Background: an optimization exercise with open tools, aiming at small area. Do not read the settings as production practice. At most, simulation tests tie the RTL to the original design; equivalence was not proved. Power figures rest on the tool's default switching activity, not on a simulated workload.

// envelope_bank
module envelope_bank #(
  parameter int VOICES     = 8,
  parameter int OUT_WIDTH  = 16,
  parameter int FRAC_WIDTH = 8,
  parameter int TICK_DIV   = 1042,
  parameter int LEGATO     = 1,
  localparam int ACC_WIDTH = OUT_WIDTH + FRAC_WIDTH
) (
  input  logic                          clock_50_000_000,
  input  logic                          reset_l,
  input  logic [VOICES-1:0]             note_on,
  input  logic [VOICES-1:0]             note_off,
  input  logic [ACC_WIDTH-1:0]          attack_rate,
  input  logic [ACC_WIDTH-1:0]          decay_rate,
  input  logic [ACC_WIDTH-1:0]          release_rate,
  input  logic [OUT_WIDTH-1:0]          sustain_level,
  output logic [VOICES*OUT_WIDTH-1:0]   envelope,
  output logic [VOICES-1:0]             envelope_end,
  output logic [VOICES-1:0]             active
);
==> module envelope_bank, before the edit <==
module envelope_bank #(
  parameter int VOICES     = 8,
  parameter int OUT_WIDTH  = 16,
  parameter int FRAC_WIDTH = 8,
  parameter int TICK_DIV   = 1042,
  parameter int LEGATO     = 1,
  localparam int ACC_WIDTH = OUT_WIDTH + FRAC_WIDTH
) (
  input  logic                          clock_50_000_000,
  input  logic                          reset_l,
  input  logic [VOICES-1:0]             note_on,
  input  logic [VOICES-1:0]             note_off,
  input  logic [ACC_WIDTH-1:0]          attack_rate,
  input  logic [ACC_WIDTH-1:0]          decay_rate,
  input  logic [ACC_WIDTH-1:0]          release_rate,
  input  logic [OUT_WIDTH-1:0]          sustain_level,
  output logic [VOICES*OUT_WIDTH-1:0]   envelope,
  output logic [VOICES-1:0]             envelope_end,
  output logic [VOICES-1:0]             active
);
  localparam int CNT_W = 11;
  localparam logic [CNT_W-1:0] CNT_WRAP  = CNT_W'((1 << CNT_W) - TICK_DIV);
  localparam logic [CNT_W-1:0] SW_BASE   = CNT_W'((1 << CNT_W) - 16);
  localparam logic [CNT_W-1:0] CNT_RESET = CNT_W'((1 << CNT_W) - 16 - TICK_DIV);
  localparam logic [2:0] ST_IDLE    = 3'b000;
  localparam logic [2:0] ST_ATTACK  = 3'b001;
  localparam logic [2:0] ST_DECAY   = 3'b011;
  localparam logic [2:0] ST_SUSTAIN = 3'b111;
  localparam logic [2:0] ST_RELEASE = 3'b101;
  localparam logic [ACC_WIDTH-1:0] ACC_ONES = '1;
  logic [2:0]           state_q [8];
  logic [OUT_WIDTH-1:0] acc_q   [8];
  logic [CNT_W-1:0]     cnt_q;
  logic                 end_q;
  wire sweep = (cnt_q[CNT_W-1:3] == SW_BASE[CNT_W-1:3]);
  wire [2:0] idx = cnt_q[2:0];
  logic [CNT_W-1:0] cnt_t;
  assign cnt_t[0] = 1'b1;
  for (genvar i = 1; i < CNT_W; i++) begin : g_inc
    assign cnt_t[i] = cnt_t[i-1] & cnt_q[i-1];
  end
  always_ff @(posedge clock_50_000_000 or negedge reset_l) begin
    if (!reset_l) cnt_q <= CNT_RESET;
    else if (&cnt_q) cnt_q <= CNT_WRAP;
    else cnt_q <= cnt_q ^ cnt_t;
  end
  logic [2:0]           s;
  logic [ACC_WIDTH-1:0] a;
  assign s = state_q[idx];
  logic [OUT_WIDTH-1:0]  ai;
  logic [FRAC_WIDTH-1:0] frac_q [9];    
  assign ai = acc_q[idx];
  assign a  = {ai, frac_q[7]};
  wire is_att = (s == ST_ATTACK);
  wire is_dec = (s == ST_DECAY);
  wire is_rel = (s == ST_RELEASE);
  wire is_sus = (s == ST_SUSTAIN);
  logic [ACC_WIDTH-1:0] r;
  always_comb begin
    if (is_att)      r = attack_rate;
    else if (is_dec) r = decay_rate;
    else             r = release_rate;
  end
  wire rz = (r == '0);
  wire sub = !is_att;
  wire [ACC_WIDTH-1:0] b = sub ? ~r : r;
  wire [ACC_WIDTH-1:0] p = a ^ b;
  logic [ACC_WIDTH:0]  cy;
  logic [ACC_WIDTH:0]  sum;
  assign cy[0] = sub;
  for (genvar i = 0; i < ACC_WIDTH; i++) begin : g_add
    assign sum[i]   = p[i] ^ cy[i];
    assign cy[i+1]  = (a[i] & b[i]) | (p[i] & cy[i]);
  end
  assign sum[ACC_WIDTH] = cy[ACC_WIDTH];
  wire cout = cy[ACC_WIDTH];
  wire eq = &p;
  wire [ACC_WIDTH-1:0] sus_floor = {sustain_level, {FRAC_WIDTH{1'b0}}};
  logic [ACC_WIDTH:0] le;
  assign le[FRAC_WIDTH] = ~|sum[FRAC_WIDTH-1:0];
  for (genvar i = FRAC_WIDTH; i < ACC_WIDTH; i++) begin : g_cmp
    assign le[i+1] = (~sum[i] & sus_floor[i]) | (~(sum[i] ^ sus_floor[i]) & le[i]);
  end
  wire below = le[ACC_WIDTH];
  wire att_done = rz | cout | eq;
  wire dec_done = rz | !cout | below;
  wire rel_done = rz | !cout | eq;
  logic [2:0]           ns;
  logic [ACC_WIDTH-1:0] na;
  always_comb begin
    ns = s;
    na = a;
    if (is_att) begin
      if (att_done) begin na = ACC_ONES; ns = ST_DECAY; end
      else na = sum[ACC_WIDTH-1:0];
    end else if (is_dec) begin
      if (dec_done) begin na = sus_floor; ns = ST_SUSTAIN; end
      else na = sum[ACC_WIDTH-1:0];
    end else if (is_sus) begin
      na = sus_floor;
    end else if (is_rel) begin
      if (rel_done) begin na = '0; ns = ST_IDLE; end
      else na = sum[ACC_WIDTH-1:0];
    end
  end
  wire end_set = is_rel & rel_done;
  logic [7:0] we;
  for (genvar v = 0; v < 8; v++) begin : g_voice
    wire on_v  = note_on[v];
    wire off_v = note_off[v] & state_q[v][0] & (state_q[v] != ST_RELEASE);
    assign we[v] = sweep & (idx == 3'(v)) & !on_v & !off_v;
    always_ff @(posedge clock_50_000_000 or negedge reset_l) begin
      if (!reset_l) begin
        state_q[v] <= ST_IDLE;
        acc_q[v]   <= '0;
      end else begin
        if (on_v)       state_q[v] <= ST_ATTACK;
        else if (off_v) state_q[v] <= ST_RELEASE;
        else if (we[v]) state_q[v] <= ns;
        if (we[v]) acc_q[v] <= na[ACC_WIDTH-1:FRAC_WIDTH];
      end
    end
    assign envelope[v*OUT_WIDTH +: OUT_WIDTH] = acc_q[v];
    assign active[v] = state_q[v][0];
    assign envelope_end[v] = end_q & (idx == 3'((v + 1) % 8));
  end
  wire ring9 = (cnt_q[CNT_W-1:5] == 6'b100000) & (!cnt_q[4] | (cnt_q[3:1] == 3'b000));
  wire ring_clr = (cnt_q < CNT_WRAP);
  always_ff @(posedge clock_50_000_000) begin
    for (int j = 1; j < 8; j++) frac_q[j] <= frac_q[j-1];
    frac_q[8] <= frac_q[7];
    if (ring_clr)   frac_q[0] <= '0;
    else if (ring9) frac_q[0] <= frac_q[8];
    else if (|we)   frac_q[0] <= na[FRAC_WIDTH-1:0];
    else            frac_q[0] <= frac_q[7];
  end
  always_ff @(posedge clock_50_000_000 or negedge reset_l) begin
    if (!reset_l) end_q <= 1'b0;
    else end_q <= (|we) & end_set;
  end
endmodule
clock: 20.0 ns
lec_check: 0
cap_margin: 20
core_margin: 2
core_utilization: 40
slew_margin: 20
run.sh (not shown) runs the stock make flow with config.mk's settings and CLKGATE_MAP_FILE= SYNTH_SCRIPT=/design/flow/synth_recipe.tcl, a recipe that flattens the netlist after the stock synthesis.
Then changed:
--- a/flow/design.v
+++ b/flow/design.v
@@ -29,28 +29,20 @@
   localparam logic [2:0] ST_RELEASE = 3'b101;
   localparam logic [ACC_WIDTH-1:0] ACC_ONES = '1;
   logic [2:0]           state_q [8];
-  logic [OUT_WIDTH-1:0] acc_q   [8];
+  logic [ACC_WIDTH-1:0] acc_q   [8];
   logic [CNT_W-1:0]     cnt_q;
   logic                 end_q;
   wire sweep = (cnt_q[CNT_W-1:3] == SW_BASE[CNT_W-1:3]);
   wire [2:0] idx = cnt_q[2:0];
-  logic [CNT_W-1:0] cnt_t;
-  assign cnt_t[0] = 1'b1;
-  for (genvar i = 1; i < CNT_W; i++) begin : g_inc
-    assign cnt_t[i] = cnt_t[i-1] & cnt_q[i-1];
-  end
   always_ff @(posedge clock_50_000_000 or negedge reset_l) begin
     if (!reset_l) cnt_q <= CNT_RESET;
     else if (&cnt_q) cnt_q <= CNT_WRAP;
-    else cnt_q <= cnt_q ^ cnt_t;
+    else cnt_q <= cnt_q + CNT_W'(1);
   end
   logic [2:0]           s;
   logic [ACC_WIDTH-1:0] a;
   assign s = state_q[idx];
-  logic [OUT_WIDTH-1:0]  ai;
-  logic [FRAC_WIDTH-1:0] frac_q [9];    
-  assign ai = acc_q[idx];
-  assign a  = {ai, frac_q[7]};
+  assign a = acc_q[idx];
   wire is_att = (s == ST_ATTACK);
   wire is_dec = (s == ST_DECAY);
   wire is_rel = (s == ST_RELEASE);
@@ -64,24 +56,11 @@
   wire rz = (r == '0);
   wire sub = !is_att;
   wire [ACC_WIDTH-1:0] b = sub ? ~r : r;
-  wire [ACC_WIDTH-1:0] p = a ^ b;
-  logic [ACC_WIDTH:0]  cy;
-  logic [ACC_WIDTH:0]  sum;
-  assign cy[0] = sub;
-  for (genvar i = 0; i < ACC_WIDTH; i++) begin : g_add
-    assign sum[i]   = p[i] ^ cy[i];
-    assign cy[i+1]  = (a[i] & b[i]) | (p[i] & cy[i]);
-  end
-  assign sum[ACC_WIDTH] = cy[ACC_WIDTH];
-  wire cout = cy[ACC_WIDTH];
-  wire eq = &p;
+  wire [ACC_WIDTH:0] sum = {1'b0, a} + {1'b0, b} + {{ACC_WIDTH{1'b0}}, sub};
+  wire cout = sum[ACC_WIDTH];
+  wire eq = &(a ^ b);
   wire [ACC_WIDTH-1:0] sus_floor = {sustain_level, {FRAC_WIDTH{1'b0}}};
-  logic [ACC_WIDTH:0] le;
-  assign le[FRAC_WIDTH] = ~|sum[FRAC_WIDTH-1:0];
-  for (genvar i = FRAC_WIDTH; i < ACC_WIDTH; i++) begin : g_cmp
-    assign le[i+1] = (~sum[i] & sus_floor[i]) | (~(sum[i] ^ sus_floor[i]) & le[i]);
-  end
-  wire below = le[ACC_WIDTH];
+  wire below = (sum[ACC_WIDTH-1:0] <= sus_floor);
   wire att_done = rz | cout | eq;
   wire dec_done = rz | !cout | below;
   wire rel_done = rz | !cout | eq;
@@ -117,22 +96,12 @@
         if (on_v)       state_q[v] <= ST_ATTACK;
         else if (off_v) state_q[v] <= ST_RELEASE;
         else if (we[v]) state_q[v] <= ns;
-        if (we[v]) acc_q[v] <= na[ACC_WIDTH-1:FRAC_WIDTH];
+        if (we[v]) acc_q[v] <= na;
       end
     end
-    assign envelope[v*OUT_WIDTH +: OUT_WIDTH] = acc_q[v];
+    assign envelope[v*OUT_WIDTH +: OUT_WIDTH] = acc_q[v][ACC_WIDTH-1:FRAC_WIDTH];
     assign active[v] = state_q[v][0];
     assign envelope_end[v] = end_q & (idx == 3'((v + 1) % 8));
-  end
-  wire ring9 = (cnt_q[CNT_W-1:5] == 6'b100000) & (!cnt_q[4] | (cnt_q[3:1] == 3'b000));
-  wire ring_clr = (cnt_q < CNT_WRAP);
-  always_ff @(posedge clock_50_000_000) begin
-    for (int j = 1; j < 8; j++) frac_q[j] <= frac_q[j-1];
-    frac_q[8] <= frac_q[7];
-    if (ring_clr)   frac_q[0] <= '0;
-    else if (ring9) frac_q[0] <= frac_q[8];
-    else if (|we)   frac_q[0] <= na[FRAC_WIDTH-1:0];
-    else            frac_q[0] <= frac_q[7];
   end
   always_ff @(posedge clock_50_000_000 or negedge reset_l) begin
     if (!reset_l) end_q <= 1'b0;
What happened: First-iteration DRC count climbs by 27%. Clock power stays flat. Clock-buffer cell count climbs by 1. Power drops by 0.94%. Final area climbs by 8.4%. Flip-flop and latch count drops by 8.
Only the layout flow was run in the first run of this note; the RTL was not checked for function there.

==> port drivers added, routing unchanged <==
The flow's constraints put no driver on any port. The routed layouts listed below were extracted and timed again, unchanged, in two steps.
Step 1 (the two cells are an assumption about what drives the block):
set clk [get_ports {clock_50_000_000}]
set_driving_cell -lib_cell sky130_fd_sc_hd__clkbuf_16 $clk
set_driving_cell -lib_cell sky130_fd_sc_hd__buf_2 [delete_from_list [all_inputs] $clk]
Step 2 also shifts input and output timing later by t, the mid clock arrival at the registers, as if the neighbouring blocks saw the same clock.
Slacks: ideal ports / drivers / drivers and shift; pairs: ideal ports / drivers.
run | shift t [ns] | setup WS [ns] | worst hold slack (ns) | latest minus earliest clock arrival (ns)
the first run | 0.569 | 2.143 / 2.151 / 1.582 | 0.319 / 0.319 / 0.319 | 0.014 / 0.014
the second run | 0.583 | 9.226 / 9.246 / 8.663 | 0.475 / 0.475 / 0.475 | 0.020 / 0.020
After both steps every run listed still meets setup and hold. The setup slack of the second run, which loses most, moves by +0.020 ns with the drivers and by -0.563 ns with both steps.
